What follows belongs to an exercise in optimizing a design on an open flow for small area, a short achievable clock period and few clock cycles per item; a production flow would make more cautious choices. RTL that was checked went through simulation tests only; none was proved equivalent to the original. No activity file was given, so power comes from the tool's default toggle rates.

==> inputs of run a <==
Design tablet_adaptive_delta_decoder_unit, start of the top module:
module tablet_adaptive_delta_decoder_unit
#(
    parameter int TOOLS     = TOOLS_DEF,
    parameter int SHIFT_MAX = SHIFT_MAX_DEF
) (
    input  logic        clk,
    input  logic        rst_n,
    input  logic        din_valid,
    output logic        din_ready,
    input  logic        din_action,
    input  logic        din_tool,
    input  logic [2:0]  din_channel,
    input  logic [4:0]  din_raw_code,
    input  logic [15:0] din_load_value,
    input  logic [3:0]  din_load_shift,
    output logic        dout_valid,
    input  logic        dout_ready,
    output logic [15:0] dout_value,
    output logic [3:0]  dout_step_out,
    output logic        dout_held,
    input  logic        psel,
    input  logic        penable,
    input  logic        pwrite,
    input  logic [2:0]  paddr,
    input  logic [31:0] pwdata,
    output logic [31:0] prdata,
    output logic        pready
);
    logic [15:0] max_x_n_reg, max_y_n_reg;
    logic        cfg_wr;
    assign pready = 1'b1;
  ...
clock: 10.0 ns
lec_check: 0
abc_area: 1
abc_clock_period_in_ps: 4000
cap_margin: 20
core_margin: 2
core_utilization: 55
cts_buf_list: sky130_fd_sc_hd__clkbuf_8
cts_cluster_diameter: 60
cts_cluster_size: 16
place_density: 0.75
slew_margin: 20
tns_end_percent: 10
standard.sh (not shown) runs the stock make flow with config.mk's settings and CLKGATE_MAP_FILE= SYNTH_SCRIPT=/design/flow/synth_recipe.tcl, a recipe that flattens the netlist after the stock synthesis.
==> flow/flow/run.sh <==
#!/bin/bash
# The standard layout, with synthesis leaving adders to abc instead of
# mapping them to the half and full adder cells first, the port buffers
# made of plain buf_2 cells, and timing repair aimed at a setup slack of
# 5.45 ns (the clock period and constraints are unchanged).
export ADDER_MAP_FILE=
export BUFFER_PORTS_ARGS="-buffer_cell sky130_fd_sc_hd__buf_2"
export SETUP_SLACK_MARGIN=5.45
bash standard.sh > standard.log 2>&1
==> run b (differences from run a) <==
--- a/flow/design.v
+++ b/flow/design.v
@@ -167,18 +167,18 @@
     input  logic [15:0] opnd,       
     input  logic        neg,
     input  logic        ovf,        
     input  logic        hcode,      
     input  logic [3:0]  f,          
     input  logic [2:0]  chg,        
     input  logic [15:0] raw0,
     input  logic        hold0,
-    input  logic [15:0] max_x_n,    
-    input  logic [15:0] max_y_n,
+    input  logic [15:0] max_x,
+    input  logic [15:0] max_y,
     output logic [15:0] raw_n,
     output logic [3:0]  shift_n,
     output logic        hold_n,
     output logic [15:0] value
 );
     logic        is_loc, is_tilt, is_press, is_rot;
     logic [5:0]  sh_sum;
     logic [15:0] hi, nh, dm;
@@ -200,25 +200,25 @@
         else if (sh_sum[4])
             shift_n = 4'd15;
         else
             shift_n = sh_sum[3:0];
     end
     always_comb
     begin
         if (is_loc)
-            nh = channel[0] ? max_y_n : max_x_n;
+            hi = channel[0] ? max_y : max_x;
         else if (is_tilt)
-            nh = ~TILT_MAX;
+            hi = TILT_MAX;
         else if (is_rot)
-            nh = ~ROT_MAX;
+            hi = ROT_MAX;
         else
-            nh = ~PRESS_MAX;
+            hi = PRESS_MAX;
     end
-    assign hi = ~nh;
+    assign nh = ~hi;
     assign dm = opnd ^ {16{neg}};
     tadd_add #(.W(16)) u_r (.a(raw0), .b(dm), .cin(neg), .sum(r), .cout(rc));
     tadd_carry #(.W(16)) u_t (.a(r), .b(nh), .cin(1'b0), .cout(gt));
     assign lo_c = !is_rot && neg && (ovf || !rc);
     assign hi_c = gt || (!is_rot && !neg && (ovf || rc));
     assign hold_d = is_press ? (hold0 ? neg : hcode) : hold0;
     assign pin    = is_press && hold_d;
     always_comb
@@ -274,34 +274,34 @@
     input  logic        psel,
     input  logic        penable,
     input  logic        pwrite,
     input  logic [2:0]  paddr,
     input  logic [31:0] pwdata,
     output logic [31:0] prdata,
     output logic        pready
 );
-    logic [15:0] max_x_n_reg, max_y_n_reg;
+    logic [15:0] max_x_reg, max_y_reg;
     logic        cfg_wr;
     assign pready = 1'b1;
     assign cfg_wr = psel && penable && pwrite;
-    assign prdata = {16'd0, ~((paddr[2] == REG_MAX_Y) ? max_y_n_reg : max_x_n_reg)};
+    assign prdata = {16'd0, (paddr[2] == REG_MAX_Y) ? max_y_reg : max_x_reg};
     always_ff @(posedge clk or negedge rst_n)
     begin
         if (!rst_n)
         begin
-            max_x_n_reg <= 16'h0000;
-            max_y_n_reg <= 16'h0000;
+            max_x_reg <= 16'hffff;
+            max_y_reg <= 16'hffff;
         end
         else if (cfg_wr)
         begin
             if (paddr[2] == REG_MAX_X)
-                max_x_n_reg <= ~pwdata[15:0];
+                max_x_reg <= pwdata[15:0];
             else
-                max_y_n_reg <= ~pwdata[15:0];
+                max_y_reg <= pwdata[15:0];
         end
     end
     logic s1_valid_reg, out_valid_reg, clr1_reg, clr2_reg;
     logic out_free, s1_adv, in_ready;
     assign out_free  = !out_valid_reg || dout_ready;
     assign s1_adv    = s1_valid_reg && out_free;
     assign in_ready  = !s1_valid_reg || out_free;
     assign din_ready = in_ready && !clr1_reg && !clr2_reg;
@@ -429,18 +429,18 @@
         .opnd       (s1_opnd_reg),
         .neg        (s1_neg_reg),
         .ovf        (s1_ovf_reg),
         .hcode      (s1_hcode_reg),
         .f          (s1_f_reg),
         .chg        (s1_chg_reg),
         .raw0       (s1_raw0_reg),
         .hold0      (s1_hold0_reg),
-        .max_x_n    (max_x_n_reg),
-        .max_y_n    (max_y_n_reg),
+        .max_x      (max_x_reg),
+        .max_y      (max_y_reg),
         .raw_n      (raw_n),
         .shift_n    (shift_n),
         .hold_n     (hold_n),
         .value      (value)
     );
     always_ff @(posedge clk)
     begin
         for (int e = 0; e < DEPTH; e++)
Settings changed: CORE_UTILIZATION 55 to 40.
==> run c (differences from run a) <==
--- a/flow/design.v
+++ b/flow/design.v
@@ -167,32 +167,35 @@
     input  logic [15:0] opnd,       
     input  logic        neg,
     input  logic        ovf,        
     input  logic        hcode,      
     input  logic [3:0]  f,          
     input  logic [2:0]  chg,        
     input  logic [15:0] raw0,
     input  logic        hold0,
-    input  logic [15:0] max_x_n,    
-    input  logic [15:0] max_y_n,
+    input  logic [15:0] max_x,
+    input  logic [15:0] max_y,
     output logic [15:0] raw_n,
     output logic [3:0]  shift_n,
     output logic        hold_n,
     output logic [15:0] value
 );
     logic        is_loc, is_tilt, is_press, is_rot;
     logic [5:0]  sh_sum;
-    logic [15:0] hi, nh, dm;
+    logic [15:0] hi, nh;
     logic [15:0] r;
     logic        rc;
+    logic [15:0] cs_s, cs_c;
+    logic        tc;
     logic        gt, lo_c, hi_c, hold_d, pin;
     logic [15:0] clamped;
-    logic [15:0] avg_s, avg;
-    logic        avg_c;
+    logic [15:0] avg_nc, avg_hi;
+    logic        avg_hi_c;
+    logic [15:0] avg;
     assign is_loc   = (channel[2:1] == 2'b00);
     assign is_tilt  = (channel[2:1] == 2'b01);
     assign is_press = (channel[2:1] == 2'b10);
     assign is_rot   = (channel == CH_ROT);
     assign sh_sum = {2'b00, f} + {{3{chg[2]}}, chg};
     always_comb
     begin
         if (sh_sum[5])
@@ -200,45 +203,57 @@
         else if (sh_sum[4])
             shift_n = 4'd15;
         else
             shift_n = sh_sum[3:0];
     end
     always_comb
     begin
         if (is_loc)
-            nh = channel[0] ? max_y_n : max_x_n;
+            hi = channel[0] ? max_y : max_x;
         else if (is_tilt)
-            nh = ~TILT_MAX;
+            hi = TILT_MAX;
         else if (is_rot)
-            nh = ~ROT_MAX;
+            hi = ROT_MAX;
         else
-            nh = ~PRESS_MAX;
+            hi = PRESS_MAX;
     end
-    assign hi = ~nh;
-    assign dm = opnd ^ {16{neg}};
-    tadd_add #(.W(16)) u_r (.a(raw0), .b(dm), .cin(neg), .sum(r), .cout(rc));
-    tadd_carry #(.W(16)) u_t (.a(r), .b(nh), .cin(1'b0), .cout(gt));
+    assign nh = ~hi;
+    tadd_add #(.W(16)) u_r (.a(raw0), .b(opnd), .cin(neg), .sum(r), .cout(rc));
+    assign cs_s = raw0 ^ opnd ^ nh;
+    assign cs_c = (raw0 & opnd) | (raw0 & nh) | (opnd & nh);
+    tadd_carry #(.W(16)) u_t (.a(cs_s), .b({cs_c[14:0], neg}), .cin(1'b0), .cout(tc));
+    assign gt = tc ^ cs_c[15] ^ rc;
     assign lo_c = !is_rot && neg && (ovf || !rc);
     assign hi_c = gt || (!is_rot && !neg && (ovf || rc));
     assign hold_d = is_press ? (hold0 ? neg : hcode) : hold0;
     assign pin    = is_press && hold_d;
     always_comb
     begin
         if (pin)
             clamped = HOLD_VAL;
         else if (lo_c)
             clamped = 16'd0;
         else if (hi_c)
             clamped = hi;
         else
             clamped = r;
     end
-    tadd_add #(.W(16)) u_avg (.a(clamped), .b(raw0), .cin(1'b0), .sum(avg_s), .cout(avg_c));
-    assign avg            = {avg_c, avg_s[15:1]};
+    tadd_add #(.W(16)) u_avg_nc (.a(raw0), .b({neg, opnd[15:1]}), .cin(neg && opnd[0]),
+                                 .sum(avg_nc), .cout());
+    tadd_add #(.W(16)) u_avg_hi (.a(raw0), .b(hi), .cin(1'b0), .sum(avg_hi), .cout(avg_hi_c));
+    always_comb
+    begin
+        if (lo_c)
+            avg = {1'b0, raw0[15:1]};
+        else if (hi_c)
+            avg = {avg_hi_c, avg_hi[15:1]};
+        else
+            avg = avg_nc;
+    end
     always_comb
     begin
         if (action == ACT_LOAD)
         begin
             raw_n  = opnd;
             hold_n = hold0;
             value  = opnd;
         end
@@ -274,189 +289,188 @@
     input  logic        psel,
     input  logic        penable,
     input  logic        pwrite,
     input  logic [2:0]  paddr,
     input  logic [31:0] pwdata,
     output logic [31:0] prdata,
     output logic        pready
 );
-    logic [15:0] max_x_n_reg, max_y_n_reg;
+    logic [15:0] max_x_reg, max_y_reg;
     logic        cfg_wr;
     assign pready = 1'b1;
     assign cfg_wr = psel && penable && pwrite;
-    assign prdata = {16'd0, ~((paddr[2] == REG_MAX_Y) ? max_y_n_reg : max_x_n_reg)};
+    assign prdata = {16'd0, (paddr[2] == REG_MAX_Y) ? max_y_reg : max_x_reg};
     always_ff @(posedge clk or negedge rst_n)
     begin
         if (!rst_n)
         begin
-            max_x_n_reg <= 16'h0000;
-            max_y_n_reg <= 16'h0000;
+            max_x_reg <= 16'hffff;
+            max_y_reg <= 16'hffff;
         end
         else if (cfg_wr)
         begin
             if (paddr[2] == REG_MAX_X)
-                max_x_n_reg <= ~pwdata[15:0];
+                max_x_reg <= pwdata[15:0];
             else
-                max_y_n_reg <= ~pwdata[15:0];
+                max_y_reg <= pwdata[15:0];
         end
     end
-    logic s1_valid_reg, out_valid_reg, clr1_reg, clr2_reg;
-    logic out_free, s1_adv, in_ready;
+    logic s1_valid_reg, out_valid_reg;
+    logic out_free, s1_adv;
     assign out_free  = !out_valid_reg || dout_ready;
     assign s1_adv    = s1_valid_reg && out_free;
-    assign in_ready  = !s1_valid_reg || out_free;
-    assign din_ready = in_ready && !clr1_reg && !clr2_reg;
+    assign din_ready = !s1_valid_reg || out_free;
     always_ff @(posedge clk or negedge rst_n)
     begin
         if (!rst_n)
         begin
             s1_valid_reg  <= 1'b0;
             out_valid_reg <= 1'b0;
-            clr1_reg      <= 1'b1;
-            clr2_reg      <= 1'b1;
         end
         else
         begin
-            clr1_reg <= 1'b0;
-            clr2_reg <= clr1_reg;
             if (din_ready)
                 s1_valid_reg <= din_valid;
             if (out_free)
                 out_valid_reg <= s1_valid_reg;
         end
     end
     localparam int DEPTH = 14;
     logic [15:0] raw_mem   [DEPTH];
     logic [3:0]  shift_mem [DEPTH];
     logic [DEPTH-1:0] hold_mem;
+    logic [DEPTH-1:0] vld_reg;
     function automatic logic [DEPTH-1:0] entry_sel(input logic tool, input logic [2:0] ch);
         for (int e = 0; e < DEPTH; e++)
             entry_sel[e] = (tool == (e >= 7)) && (ch == 3'(e % 7));
     endfunction
-    logic        s1_action_reg;
+    logic        s1_action_reg, s1_tool_reg;
     logic [2:0]  s1_channel_reg;
     logic [15:0] s1_opnd_reg;       
     logic        s1_neg_reg, s1_ovf_reg, s1_hcode_reg;
     logic [3:0]  s1_f_reg;          
     logic [2:0]  s1_chg_reg;        
-    logic        s1_tool_reg;
-    logic [15:0] s1_raw0_reg;       
-    logic        s1_hold0_reg;      
+    logic [DEPTH-1:0] s1_rsel_reg;  
     logic [DEPTH-1:0] in_sel, s1_sel, we;
-    logic        in_unused, in_zero, in_load, s1_same;
+    logic        in_unused, in_load, s1_same;
     logic [3:0]  in_sh0, shift_n;
-    logic [15:0] in_raw0, raw_n;
-    logic        in_hold0, hold_n;
     logic [3:0]  in_mag;
     logic        in_big, in_neg, in_hcode, in_ovf;
     logic [2:0]  in_chg;
     logic [6:0]  in_base;
     logic [21:0] in_delta;
     assign in_sel    = entry_sel(din_tool, din_channel);
     assign in_unused = (din_channel == CH_UNUSED);
-    assign in_zero   = in_unused || clr1_reg;
-    assign in_load   = (din_action == ACT_LOAD) || in_zero;
+    assign in_load   = (din_action == ACT_LOAD) || in_unused;
     assign s1_sel    = entry_sel(s1_tool_reg, s1_channel_reg);
     assign s1_same   = s1_valid_reg && |(s1_sel & in_sel);
-    assign we        = clr2_reg ? '1 : s1_adv ? s1_sel : '0;
+    assign we        = s1_adv ? s1_sel : '0;
     always_comb
     begin
-        in_sh0   = 4'd0;
-        in_raw0  = 16'd0;
-        in_hold0 = 1'b0;
+        in_sh0 = 4'd0;
         for (int e = 0; e < DEPTH; e++)
-            if (in_sel[e])
-            begin
-                in_sh0  = in_sh0 | shift_mem[e];
-                in_raw0 = in_raw0 | raw_mem[e];
-                if (e % 7 == 4 || e % 7 == 5)
-                    in_hold0 = in_hold0 | hold_mem[e];
-            end
+            if (in_sel[e] && vld_reg[e])
+                in_sh0 = in_sh0 | shift_mem[e];
         if (s1_same)
-        begin
-            in_sh0   = shift_n;
-            in_raw0  = raw_n;
-            in_hold0 = hold_n;
-        end
+            in_sh0 = shift_n;
     end
     tadd_code u_code (
         .channel (din_channel),
         .code    (din_raw_code),
         .mag     (in_mag),
         .big     (in_big),
         .neg     (in_neg),
         .hcode   (in_hcode),
         .chg     (in_chg)
     );
     assign in_base  = in_big ? PRESS_BIG : {3'b000, in_mag};
     assign in_delta = 22'(in_base) << in_sh0;
     assign in_ovf   = |in_delta[21:16] && (din_channel != CH_ROT);
     always_ff @(posedge clk)
     begin
-        if (in_ready)
+        if (din_ready)
         begin
             s1_action_reg  <= in_load;
             s1_tool_reg    <= din_tool;
-            s1_channel_reg <= clr1_reg ? CH_UNUSED : din_channel;
-            s1_raw0_reg    <= in_raw0;
-            s1_hold0_reg   <= in_hold0 && !clr1_reg;
+            s1_channel_reg <= din_channel;
+            s1_rsel_reg    <= in_sel & (vld_reg | we);
             s1_neg_reg     <= in_neg;
             s1_ovf_reg     <= in_ovf;
             s1_hcode_reg   <= in_hcode;
-            if (in_zero)
+            if (in_unused)
             begin
                 s1_opnd_reg <= 16'd0;
                 s1_f_reg    <= 4'd0;
                 s1_chg_reg  <= 3'd0;
             end
             else if (din_action == ACT_LOAD)
             begin
                 s1_opnd_reg <= din_load_value;
                 s1_f_reg    <= din_load_shift;
                 s1_chg_reg  <= 3'd0;
             end
             else
             begin
-                s1_opnd_reg <= in_delta[15:0];
+                s1_opnd_reg <= in_delta[15:0] ^ {16{in_neg}};
                 s1_f_reg    <= in_sh0;
                 s1_chg_reg  <= in_chg;
             end
         end
     end
-    logic [15:0] value;
+    logic [15:0] raw0, raw_n, value;
+    logic        hold0, hold_n;
+    always_comb
+    begin
+        raw0  = 16'd0;
+        hold0 = 1'b0;
+        for (int e = 0; e < DEPTH; e++)
+            if (s1_rsel_reg[e])
+            begin
+                raw0 = raw0 | raw_mem[e];
+                if (e % 7 == 4 || e % 7 == 5)
+                    hold0 = hold0 | hold_mem[e];
+            end
+    end
     tadd_update u_update (
         .action     (s1_action_reg),
         .channel    (s1_channel_reg),
         .opnd       (s1_opnd_reg),
         .neg        (s1_neg_reg),
         .ovf        (s1_ovf_reg),
         .hcode      (s1_hcode_reg),
         .f          (s1_f_reg),
         .chg        (s1_chg_reg),
-        .raw0       (s1_raw0_reg),
-        .hold0      (s1_hold0_reg),
-        .max_x_n    (max_x_n_reg),
-        .max_y_n    (max_y_n_reg),
+        .raw0       (raw0),
+        .hold0      (hold0),
+        .max_x      (max_x_reg),
+        .max_y      (max_y_reg),
         .raw_n      (raw_n),
         .shift_n    (shift_n),
         .hold_n     (hold_n),
         .value      (value)
     );
     always_ff @(posedge clk)
     begin
         for (int e = 0; e < DEPTH; e++)
             if (we[e])
             begin
                 raw_mem[e]   <= raw_n;
                 shift_mem[e] <= shift_n;
                 if (e % 7 == 4 || e % 7 == 5)
                     hold_mem[e] <= hold_n;
             end
     end
+    always_ff @(posedge clk or negedge rst_n)
+    begin
+        if (!rst_n)
+            vld_reg <= '0;
+        else
+            vld_reg <= vld_reg | we;
+    end
     tadd_pkg::result_t out_reg;
     always_ff @(posedge clk)
     begin
         if (s1_adv)
             out_reg <= {value, shift_n, hold_n};
     end
     assign dout_valid    = out_valid_reg;
     assign dout_value    = out_reg.value;
==> flow/flow/run.sh (replaced) <==
#!/bin/bash
# The standard layout, with synthesis leaving adders to abc instead of
# mapping them to the half and full adder cells first, the port buffers
# made of plain buf_2 cells, and timing repair aimed at a setup slack of
# 5.5 ns (the clock period and constraints are unchanged).
export ADDER_MAP_FILE=
export BUFFER_PORTS_ARGS="-buffer_cell sky130_fd_sc_hd__buf_2"
export SETUP_SLACK_MARGIN=5.5
bash standard.sh > standard.log 2>&1
Settings changed: CORE_UTILIZATION 55 to 40.
==> summary of the runs <==
- The highest power belongs to run a, the lowest to run c.
- Routed wire length: run c > run b > run a.
- In run c the synthesized cell count is larger than in run a, by about 30%.
- First-iteration DRC count, highest first: run c, run a, run b.
==> figures <==
metric                                               run a                    run b                    run c
Sequential Power                                   2310 uW                  2320 uW                  2100 uW
First-pass GRT wire length                        77.60 mm                 77.79 mm                 88.16 mm
Synth Area in XOR/XNOR                            0.007033                 0.005557                  0.01547
Leakage Power                                  0.009121 uW              0.009055 uW               0.01017 uW
Clk. pwr                                            918 uW                   885 uW                   987 uW
Average cell area after synthesis              9.980 sq um              9.862 sq um              8.693 sq um
Power Combinational                                1550 uW                  1490 uW                  1240 uW
Layout-to-synthesis area ratio                     1.1796x                  1.1674x                  1.1118x
Outcome                            complete, no violations  complete, no violations  complete, no violations
Bufs and invs on worst path                              8                        3                        2
Testbench counts of run b, summed over its fixed seeds: cycles 24,016, items 24,000.
Testbench counts of run c, summed over its fixed seeds: cycles 24,016, items 24,000.
Only the layout flow was run in run a; the RTL was not checked for function there.

-- what the ideal ports hide --
The flow's constraints put no driver on any port. The routed layouts listed below were extracted and timed again, unchanged, in two steps.
Step 1: set_driving_cell puts a clkbuf_16 on clk and a buf_2 on each other input, an assumption about the parent block.
Step 2, shift: input delay + t, output delay - t, t = (earliest + latest rising clock arrival at the registers) / 2. This alone moves slack from input paths to output paths.
Three values: ideal ports, drivers, drivers and shift; two values: the first two.
run | shift t [ns] | setup slack, ns | latest minus earliest clock arrival (ns) | cell pins on the clock port's net
run a | 0.615 | 5.253 / 5.258 / 4.642 | 0.044 / 0.045 | 1
run b | 0.631 | 5.429 / 5.244 / 4.959 | 0.038 / 0.037 | 1
run c | 0.638 | 5.453 / 5.407 / 4.982 | 0.025 / 0.026 | 1
After both steps setup and hold are still met in every run listed. For run a, which loses most, drivers alone change the setup slack by +0.005 ns; drivers and shift together by -0.611 ns.
